Source: an optimization exercise on an open RTL-to-GDS flow (aim: a short achievable clock period and few clock cycles). Production flows keep margins and buffers that such runs may drop.
The RTL was checked by simulation tests, not by an equivalence proof against the original design.
Power is estimated from default activity; no workload was simulated.

==> inputs of nickel <==
==> flow/design.v <==
`timescale 1ns/1ps
`default_nettype none
module dup_compare (
    input  wire [(6 * 9)-1:0]  primary,
    input  wire [(6 * 9)-1:0]  secondary,
    output logic                is_dup
);
    logic [6-1:0]    match;
    logic [2:0]             shared;      
    always_comb begin
        shared = '0;
        for (int l = 0; l < 6; l++) begin
            match[l] = (primary[l*9 +: 9] == secondary[l*9 +: 9]) &&
                       (primary[l*9 +: 9] != '0);
            shared   = shared + 3'(match[l]);
        end
    end
    assign is_dup = (shared >= 3'(3));
endmodule
`default_nettype wire
`timescale 1ns/1ps
`default_nettype none
module track_loader (
    input  wire                                 clk,
    input  wire                                 rst_pipe,
    input  wire                                 start,
    input  wire                                 busy,
    input  wire [3*(3 + 4 * (6 * 9))-1:0]        seed_in,
    output logic [(3 * 4 * 4)-1:0]                 dup_q,
    output logic [(3 * 4)-1:0]                present_q,
    output logic                                valid_q      
);
    logic [(3 * 4 * 4)-1:0]            dup_d;
    logic [(3 * 4)-1:0]           present_d;
    for (genvar gp = 0; gp < 3; gp++) begin : g_gp
        localparam int GA = (gp == 2) ? 1 : 0;
        localparam int GB = (gp == 0) ? 1 : 2;
        for (genvar a = 0; a < 4; a++) begin : g_a
            for (genvar b = 0; b < 4; b++) begin : g_b
                dup_compare u_cmp (
                    .primary   (seed_in[GA*(3 + 4 * (6 * 9)) + a*(6 * 9) +: (6 * 9)]),
                    .secondary (seed_in[GB*(3 + 4 * (6 * 9)) + b*(6 * 9) +: (6 * 9)]),
                    .is_dup    (dup_d[gp*16 + a*4 + b])
                );
            end
        end
    end
    always_comb begin
        for (int s = 0; s < 3; s++) begin
            for (int k = 0; k < 4; k++) begin
                present_d[s*4 + k] =
                    (seed_in[s*(3 + 4 * (6 * 9)) + 4*(6 * 9) +: 3] > 3'(k));
            end
        end
    end
    always_ff @(posedge clk) begin
        dup_q     <= dup_d;
        present_q <= present_d;
    end
    always_ff @(posedge clk) begin
        if (rst_pipe) begin
            valid_q <= 1'b0;
        end else begin
            valid_q <= start && !busy;
        end
    end
endmodule
`default_nettype wire
`timescale 1ns/1ps
`default_nettype none
module removal_sequencer (
    input  wire                             clk,
    input  wire                             rst_pipe,
    input  wire                             start,
    input  wire [(3 * 4 * 4)-1:0]              dup_q,
    input  wire [(3 * 4)-1:0]             pres_q,
    input  wire                             dvalid_q,
    output logic                            busy,
    output logic [(4 + 2 + 1)-1:0]           verdict,         
    output logic                            verdict_valid,
    output logic                            done
);
    localparam int QD = 4;            
    localparam int QW = 2*(3 * 4) + 1;     
    logic [(3 * 4)-1:0]   kept;
    logic                   hit;
    always_comb begin
        for (int k = 0; k < 4; k++) begin
            kept[k] = pres_q[k];
        end
        for (int j = 0; j < 4; j++) begin
            hit = 1'b0;
            for (int a = 0; a < 4; a++) begin
                hit = hit | (pres_q[a] & dup_q[0*16 + a*4 + j]);
            end
            kept[4+j] = pres_q[4+j] & !hit;
        end
        for (int j = 0; j < 4; j++) begin
            hit = 1'b0;
            for (int a = 0; a < 4; a++) begin
                hit = hit | (pres_q[a] & dup_q[1*16 + a*4 + j]) | (kept[4+a] & dup_q[2*16 + a*4 + j]);
            end
            kept[8+j] = pres_q[8+j] & !hit;
        end
    end
    logic [QW-1:0]  q_data [QD];
    logic [QD-1:0]  q_vld;
    logic [QW-1:0]  push_data;
    logic           push;
    logic           pop;
    logic [QD:0]    vld_up;              
    assign push      = dvalid_q;
    assign push_data = {(pres_q == '0), kept, pres_q};
    assign vld_up    = {1'b0, q_vld};
    always_ff @(posedge clk) begin
        for (int i = 0; i < QD; i++) begin
            if (pop) begin
                if (push && q_vld[i] && !vld_up[i+1]) begin
                    q_data[i] <= push_data;
                end else if (i + 1 < QD) begin
                    q_data[i] <= q_data[(i + 1 < QD) ? i + 1 : i];
                end
            end else begin
                if (push && !q_vld[i] && (i == 0 || q_vld[(i > 0) ? i - 1 : 0])) begin
                    q_data[i] <= push_data;
                end
            end
        end
    end
    always_ff @(posedge clk) begin
        if (rst_pipe) begin
            q_vld <= '0;
        end else begin
            for (int i = 0; i < QD; i++) begin
                if (pop) begin
                    q_vld[i] <= vld_up[i+1] || (push && q_vld[i]);
                end else begin
                    q_vld[i] <= q_vld[i] || (push && (i == 0 || q_vld[(i > 0) ? i - 1 : 0]));
                end
            end
        end
    end
    logic                   act;         
    logic                   empty;       
    logic [(3 * 4)-1:0]   rem;         
    logic [(3 * 4)-1:0]   kmask;
    logic [(3 * 4)-1:0]   low;         
    logic [(3 * 4)-1:0]   rem_next;
    logic [4-1:0] low_idx;
    assign low      = rem & ~(rem - 1'b1);
    assign rem_next = rem & ~low;
    assign pop      = q_vld[0] && (!act || empty);
    always_comb begin
        low_idx = '0;
        for (int i = 0; i < (3 * 4); i++) begin
            if (low[i]) begin
                low_idx = low_idx | 4'(i);
            end
        end
    end
    always_ff @(posedge clk) begin
        if (!act || empty) begin
            rem   <= q_data[0][(3 * 4)-1:0];
            kmask <= q_data[0][2*(3 * 4)-1:(3 * 4)];
            empty <= q_data[0][QW-1];
        end else begin
            rem   <= rem_next;
            empty <= (rem_next == '0);
        end
        verdict <= {low_idx, low_idx[3:2], |(low & kmask)};
    end
    always_ff @(posedge clk) begin
        if (rst_pipe) begin
            act           <= 1'b0;
            verdict_valid <= 1'b0;
            done          <= 1'b0;
        end else begin
            verdict_valid <= act && !empty;
            done          <= act && empty;
            if (!act || empty) begin
                act <= q_vld[0];
            end
        end
    end
    logic [3-1:0]  n_out;
    logic [3-1:0]  n_left;
    assign n_left = n_out - 3'(act && empty);
    always_ff @(posedge clk) begin
        if (rst_pipe) begin
            n_out <= '0;
            busy  <= 1'b0;
        end else if (start && !busy) begin
            n_out <= n_left + 1'b1;
            busy  <= (n_left >= 3'(4 - 1));
        end else begin
            n_out <= n_left;
            busy  <= (n_left >= 3'(4));
        end
    end
endmodule
`default_nettype wire
`timescale 1ns/1ps
`default_nettype none
module purge_duplicate (
    input  wire                         clk,
    input  wire                         rst_pipe,
    input  wire                         start,
    input  wire [656:0]                 seed_in,         
    output wire                         busy,
    output wire [6:0]                   verdict,         
    output wire                         verdict_valid,
    output wire                         done
);
    wire [(3 * 4 * 4)-1:0]             dup_q;
    wire [(3 * 4)-1:0]            present_q;
    wire                            valid_q;
    track_loader u_loader (
        .clk       (clk),
        .rst_pipe  (rst_pipe),
        .start     (start),
        .busy      (busy),
        .seed_in   (seed_in),
        .dup_q     (dup_q),
        .present_q (present_q),
        .valid_q   (valid_q)
    );
    removal_sequencer u_seq (
        .clk           (clk),
        .rst_pipe      (rst_pipe),
        .start         (start),
        .dup_q         (dup_q),
        .pres_q        (present_q),
        .dvalid_q      (valid_q),
        .busy          (busy),
        .verdict       (verdict),
        .verdict_valid (verdict_valid),
        .done          (done)
    );
endmodule
`default_nettype wire
==> flow/run.sh <==
#!/bin/bash
# synth_recipe.tcl (not shown) runs the flow's synth.tcl, then flattens the netlist and writes it again
# the make line also repeats each setting of config.mk as NAME=value (left out here)
make -C /OpenROAD-flow-scripts/flow DESIGN_CONFIG=/design/flow/config.mk WORK_HOME=/design/flow/orfs CLKGATE_MAP_FILE= SYNTH_SCRIPT=/design/flow/synth_recipe.tcl finish
==> flow/config.mk <==
export PLATFORM = sky130hd
export DESIGN_NAME = purge_duplicate
export DESIGN_NICKNAME = purge_duplicate
export VERILOG_FILES = /design/flow/design.v
export SDC_FILE = /design/flow/constraint.sdc
export NUM_CORES = 4
export LEC_CHECK = 0
export CAP_MARGIN = 20
export CORE_MARGIN = 2
export CORE_UTILIZATION = 40
export SETUP_SLACK_MARGIN = 3.8
export SLEW_MARGIN = 20
==> flow/constraint.sdc <==
create_clock -name core_clock -period 6.0 [get_ports {clk}]
set_input_delay 1.2000 -clock core_clock [delete_from_list [all_inputs] [get_ports {clk}]]
set_output_delay 1.2000 -clock core_clock [all_outputs]
set_load 0.01 [all_outputs]
==> zinc: changes against nickel <==
--- a/flow/design.v
+++ b/flow/design.v
@@ -6,16 +6,22 @@
     output logic                is_dup
 );
     logic [6-1:0]    match;
-    logic [2:0]             shared;      
-    always_comb begin
-        shared = '0;
+    logic [1:0]             any_h;       
+    logic [1:0]             two_h;       
+    logic [1:0]             all_h;       
+    always_comb begin
         for (int l = 0; l < 6; l++) begin
             match[l] = (primary[l*9 +: 9] == secondary[l*9 +: 9]) &&
                        (primary[l*9 +: 9] != '0);
-            shared   = shared + 3'(match[l]);
-        end
-    end
-    assign is_dup = (shared >= 3'(3));
+        end
+    end
+    for (genvar h = 0; h < 2; h++) begin : g_half
+        assign any_h[h] = match[3*h] | match[3*h+1] | match[3*h+2];
+        assign two_h[h] = (match[3*h] & match[3*h+1]) | (match[3*h] & match[3*h+2]) |
+                          (match[3*h+1] & match[3*h+2]);
+        assign all_h[h] = match[3*h] & match[3*h+1] & match[3*h+2];
+    end
+    assign is_dup = all_h[0] | all_h[1] | (two_h[0] & any_h[1]) | (any_h[0] & two_h[1]);
 endmodule
 `default_nettype wire
 `timescale 1ns/1ps
@@ -147,7 +153,14 @@
     logic [(3 * 4)-1:0]   low;         
     logic [(3 * 4)-1:0]   rem_next;
     logic [4-1:0] low_idx;
-    assign low      = rem & ~(rem - 1'b1);
+    logic [(3 * 4)-1:0]   below;       
+    always_comb begin
+        below[0] = 1'b0;
+        for (int i = 1; i < (3 * 4); i++) begin
+            below[i] = below[i-1] | rem[i-1];
+        end
+    end
+    assign low      = rem & ~below;
     assign rem_next = rem & ~low;
     assign pop      = q_vld[0] && (!act || empty);
     always_comb begin
Settings changed: SETUP_SLACK_MARGIN 3.8 to 4.0.
==> delta: changes against nickel <==
==> flow/design.v, changed modules only <==
module dup_compare (
    input  wire [(6 * 9)-1:0]  primary,
    input  wire [(6 * 9)-1:0]  secondary,
    output logic [6-1:0] match
);
    always_comb begin
        for (int l = 0; l < 6; l++) begin
            match[l] = (primary[l*9 +: 9] == secondary[l*9 +: 9]) &&
                       (primary[l*9 +: 9] != '0);
        end
    end
endmodule
module track_loader (
    input  wire                                 clk,
    input  wire                                 rst_pipe,
    input  wire                                 start,
    input  wire                                 busy,
    input  wire [3*(3 + 4 * (6 * 9))-1:0]        seed_in,
    output logic [(3 * 4 * 4)*6-1:0]        match_q,     
    output logic [(3 * 4)-1:0]                present_q,
    output logic                                valid_q      
);
    logic [(3 * 4 * 4)*6-1:0]   match_d;
    logic [(3 * 4)-1:0]           present_d;
    for (genvar gp = 0; gp < 3; gp++) begin : g_gp
        localparam int GA = (gp == 2) ? 1 : 0;
        localparam int GB = (gp == 0) ? 1 : 2;
        for (genvar a = 0; a < 4; a++) begin : g_a
            for (genvar b = 0; b < 4; b++) begin : g_b
                dup_compare u_cmp (
                    .primary   (seed_in[GA*(3 + 4 * (6 * 9)) + a*(6 * 9) +: (6 * 9)]),
                    .secondary (seed_in[GB*(3 + 4 * (6 * 9)) + b*(6 * 9) +: (6 * 9)]),
                    .match     (match_d[(gp*16 + a*4 + b)*6 +: 6])
                );
            end
        end
    end
    always_comb begin
        for (int s = 0; s < 3; s++) begin
            for (int k = 0; k < 4; k++) begin
                present_d[s*4 + k] =
                    (seed_in[s*(3 + 4 * (6 * 9)) + 4*(6 * 9) +: 3] > 3'(k));
            end
        end
    end
    always_ff @(posedge clk) begin
        match_q   <= match_d;
        present_q <= present_d;
    end
    always_ff @(posedge clk) begin
        if (rst_pipe) begin
            valid_q <= 1'b0;
        end else begin
            valid_q <= start && !busy;
        end
    end
endmodule
module removal_sequencer (
    input  wire                             clk,
    input  wire                             rst_pipe,
    input  wire                             start,
    input  wire [(3 * 4 * 4)*6-1:0]     match_q,
    input  wire [(3 * 4)-1:0]             present_q,
    input  wire                             valid_q,
    output logic                            busy,
    output logic [(4 + 2 + 1)-1:0]           verdict,         
    output logic                            verdict_valid,
    output logic                            done
);
    localparam int QD = 4;            
    localparam int QW = 2*(3 * 4) + 1;     
    logic [(3 * 4 * 4)-1:0]    dup_q;           
    logic [(3 * 4)-1:0]   pres_q;
    logic                   dvalid_q;
    logic [(3 * 4 * 4)-1:0]    dup_d;
    logic [5:0]             m;
    logic [1:0]             any_h;           
    logic [1:0]             two_h;           
    logic [1:0]             all_h;           
    always_comb begin
        for (int p = 0; p < (3 * 4 * 4); p++) begin
            m = match_q[p*6 +: 6];
            for (int h = 0; h < 2; h++) begin
                any_h[h] = m[3*h] | m[3*h+1] | m[3*h+2];
                two_h[h] = (m[3*h] & m[3*h+1]) | (m[3*h] & m[3*h+2]) | (m[3*h+1] & m[3*h+2]);
                all_h[h] = m[3*h] & m[3*h+1] & m[3*h+2];
            end
            dup_d[p] = all_h[0] | all_h[1] | (two_h[0] & any_h[1]) | (any_h[0] & two_h[1]);
        end
    end
    always_ff @(posedge clk) begin
        dup_q  <= dup_d;
        pres_q <= present_q;
    end
    always_ff @(posedge clk) begin
        if (rst_pipe) begin
            dvalid_q <= 1'b0;
        end else begin
            dvalid_q <= valid_q;
        end
    end
    logic [(3 * 4)-1:0]   kept;
    logic                   hit;
    always_comb begin
        for (int k = 0; k < 4; k++) begin
            kept[k] = pres_q[k];
        end
        for (int j = 0; j < 4; j++) begin
            hit = 1'b0;
            for (int a = 0; a < 4; a++) begin
                hit = hit | (pres_q[a] & dup_q[0*16 + a*4 + j]);
            end
            kept[4+j] = pres_q[4+j] & !hit;
        end
        for (int j = 0; j < 4; j++) begin
            hit = 1'b0;
            for (int a = 0; a < 4; a++) begin
                hit = hit | (pres_q[a] & dup_q[1*16 + a*4 + j]) | (kept[4+a] & dup_q[2*16 + a*4 + j]);
            end
            kept[8+j] = pres_q[8+j] & !hit;
        end
    end
    logic [QW-1:0]  q_data [QD];
    logic [QD-1:0]  q_vld;
    logic [QW-1:0]  push_data;
    logic           push;
    logic           pop;
    logic [QD:0]    vld_up;              
    assign push      = dvalid_q;
    assign push_data = {(pres_q == '0), kept, pres_q};
    assign vld_up    = {1'b0, q_vld};
    always_ff @(posedge clk) begin
        for (int i = 0; i < QD; i++) begin
            if (pop) begin
                if (push && q_vld[i] && !vld_up[i+1]) begin
                    q_data[i] <= push_data;
                end else if (i + 1 < QD) begin
                    q_data[i] <= q_data[(i + 1 < QD) ? i + 1 : i];
                end
            end else begin
                if (push && !q_vld[i] && (i == 0 || q_vld[(i > 0) ? i - 1 : 0])) begin
                    q_data[i] <= push_data;
                end
            end
        end
    end
    always_ff @(posedge clk) begin
        if (rst_pipe) begin
            q_vld <= '0;
        end else begin
            for (int i = 0; i < QD; i++) begin
                if (pop) begin
                    q_vld[i] <= vld_up[i+1] || (push && q_vld[i]);
                end else begin
                    q_vld[i] <= q_vld[i] || (push && (i == 0 || q_vld[(i > 0) ? i - 1 : 0]));
                end
            end
        end
    end
    logic                   act;         
    logic                   empty;       
    logic [(3 * 4)-1:0]   rem;         
    logic [(3 * 4)-1:0]   kmask;
    logic [(3 * 4)-1:0]   low;         
    logic [(3 * 4)-1:0]   rem_next;
    logic [4-1:0] low_idx;
    logic [(3 * 4)-1:0]   below;       
    always_comb begin
        below[0] = 1'b0;
        for (int i = 1; i < (3 * 4); i++) begin
            below[i] = below[i-1] | rem[i-1];
        end
    end
    assign low      = rem & ~below;
    assign rem_next = rem & ~low;
    assign pop      = q_vld[0] && (!act || empty);
    always_comb begin
        low_idx = '0;
        for (int i = 0; i < (3 * 4); i++) begin
            if (low[i]) begin
                low_idx = low_idx | 4'(i);
            end
        end
    end
    always_ff @(posedge clk) begin
        if (!act || empty) begin
            rem   <= q_data[0][(3 * 4)-1:0];
            kmask <= q_data[0][2*(3 * 4)-1:(3 * 4)];
            empty <= q_data[0][QW-1];
        end else begin
            rem   <= rem_next;
            empty <= (rem_next == '0);
        end
        verdict <= {low_idx, low_idx[3:2], |(low & kmask)};
    end
    always_ff @(posedge clk) begin
        if (rst_pipe) begin
            act           <= 1'b0;
            verdict_valid <= 1'b0;
            done          <= 1'b0;
        end else begin
            verdict_valid <= act && !empty;
            done          <= act && empty;
            if (!act || empty) begin
                act <= q_vld[0];
            end
        end
    end
    logic [3-1:0]  n_out;
    logic [3-1:0]  n_left;
    assign n_left = n_out - 3'(act && empty);
    always_ff @(posedge clk) begin
        if (rst_pipe) begin
            n_out <= '0;
            busy  <= 1'b0;
        end else if (start && !busy) begin
            n_out <= n_left + 1'b1;
            busy  <= (n_left >= 3'(4 - 1));
        end else begin
            n_out <= n_left;
            busy  <= (n_left >= 3'(4));
        end
    end
endmodule
module purge_duplicate (
    input  wire                         clk,
    input  wire                         rst_pipe,
    input  wire                         start,
    input  wire [656:0]                 seed_in,         
    output wire                         busy,
    output wire [6:0]                   verdict,         
    output wire                         verdict_valid,
    output wire                         done
);
    wire [(3 * 4 * 4)*6-1:0]    match_q;
    wire [(3 * 4)-1:0]            present_q;
    wire                            valid_q;
    track_loader u_loader (
        .clk       (clk),
        .rst_pipe  (rst_pipe),
        .start     (start),
        .busy      (busy),
        .seed_in   (seed_in),
        .match_q   (match_q),
        .present_q (present_q),
        .valid_q   (valid_q)
    );
    removal_sequencer u_seq (
        .clk           (clk),
        .rst_pipe      (rst_pipe),
        .start         (start),
        .match_q       (match_q),
        .present_q     (present_q),
        .valid_q       (valid_q),
        .busy          (busy),
        .verdict       (verdict),
        .verdict_valid (verdict_valid),
        .done          (done)
    );
endmodule
Settings changed: SETUP_SLACK_MARGIN 3.8 to 4.0.
==> impl_summary.log <==
INFO  metric yosys.area_share.xor_xnor = 52.3%
INFO  metric worst_slew_pin_slew = 1.07 ns
INFO  metric first_global_vias = 43200
INFO  metric wl_met2 = 95900 um
INFO  metric worst_skew_pair.late_latency = 0.45 ns
INFO  metric power_density = 112 nW/um2
INFO  metric synth_area_leader_cell = xor2_1
INFO  metric vias_per_cell = 6.16
INFO  metric htree_num_levels = 4
INFO  metric finish.instance_area = 55900 um2
INFO  metric outcome = complete, no violations
the above is filed under nickel

==> impl_summary.log <==
INFO  metric wl_met2 = 99400 um
INFO  metric sequential_cell_count = 487
INFO  metric dr.max_layer_used = met5
INFO  metric outcome = complete, no violations
INFO  metric cts_setup_buffers = 35
INFO  metric worst_skew_pair.late_latency = 0.67 ns
INFO  metric yosys.area_share.xor_xnor = 48.0%
INFO  metric power_density = 185 nW/um2
INFO  metric synth_area_leader_cell = xor2_1
INFO  metric htree_num_levels = 2
INFO  metric finish.instance_area = 57400 um2
the above is filed under delta

==> impl_summary.log <==
INFO  metric outcome = complete, no violations
INFO  metric multi_input_comb_cells = 4710
INFO  metric synth_area_leader_cell = xnor2_1
INFO  metric yosys-mux-area-fraction = 1.60%
INFO  metric htree_num_levels = 4
INFO  metric vias_per_cell = 6.27
INFO  metric power_density = 109 nW/um2
INFO  metric wl_met2 = 109000 um
INFO  metric worst_slew_pin_slew = 0.898 ns
INFO  metric reg.largest.list = u_seq.q_data x84, u_loader.dup_q x48
INFO  metric critical_path.top_delay_family = simple AND/OR/NAND/NOR gates
INFO  metric worst_skew_pair.late_latency = 0.47 ns
INFO  metric detailedRoute.firstIterationViolations = 6595
INFO  metric finish.instance_area = 65800 um2
the above is filed under zinc

Testbench counts of nickel, summed over its fixed seeds: cycles 44,772.
Testbench counts of zinc, summed over its fixed seeds: cycles 44,772.
Testbench counts of delta, summed over its fixed seeds: cycles 44,780.

port drivers added, routing unchanged:
The flow's constraints put no driver on any port. The routed layouts listed below were extracted and timed again, unchanged, in two steps.
Step 1 assumes that a clkbuf_16 drives the clock port and a buf_2 every other input.
Step 2 also shifts input and output timing later by t, the mid clock arrival at the registers, as if the neighbouring blocks saw the same clock.
Three values: ideal ports, drivers, drivers and shift; two values: the first two.
| run | t, ns | slack for setup (ns) | clock arrival spread, ns |
|---|---|---|---|
| nickel | 0.488 | 1.766 / 1.775 / 1.287 | 0.019 / 0.018 |
| zinc | 0.516 | 2.924 / 2.923 / 2.406 | 0.015 / 0.015 |
| delta | 0.708 | 3.694 / 3.634 / 3.250 | 0.050 / 0.050 |
After both steps setup and hold are still met in every run listed. The setup slack of zinc, which loses most, moves by -0.001 ns with the drivers and by -0.518 ns with both steps.
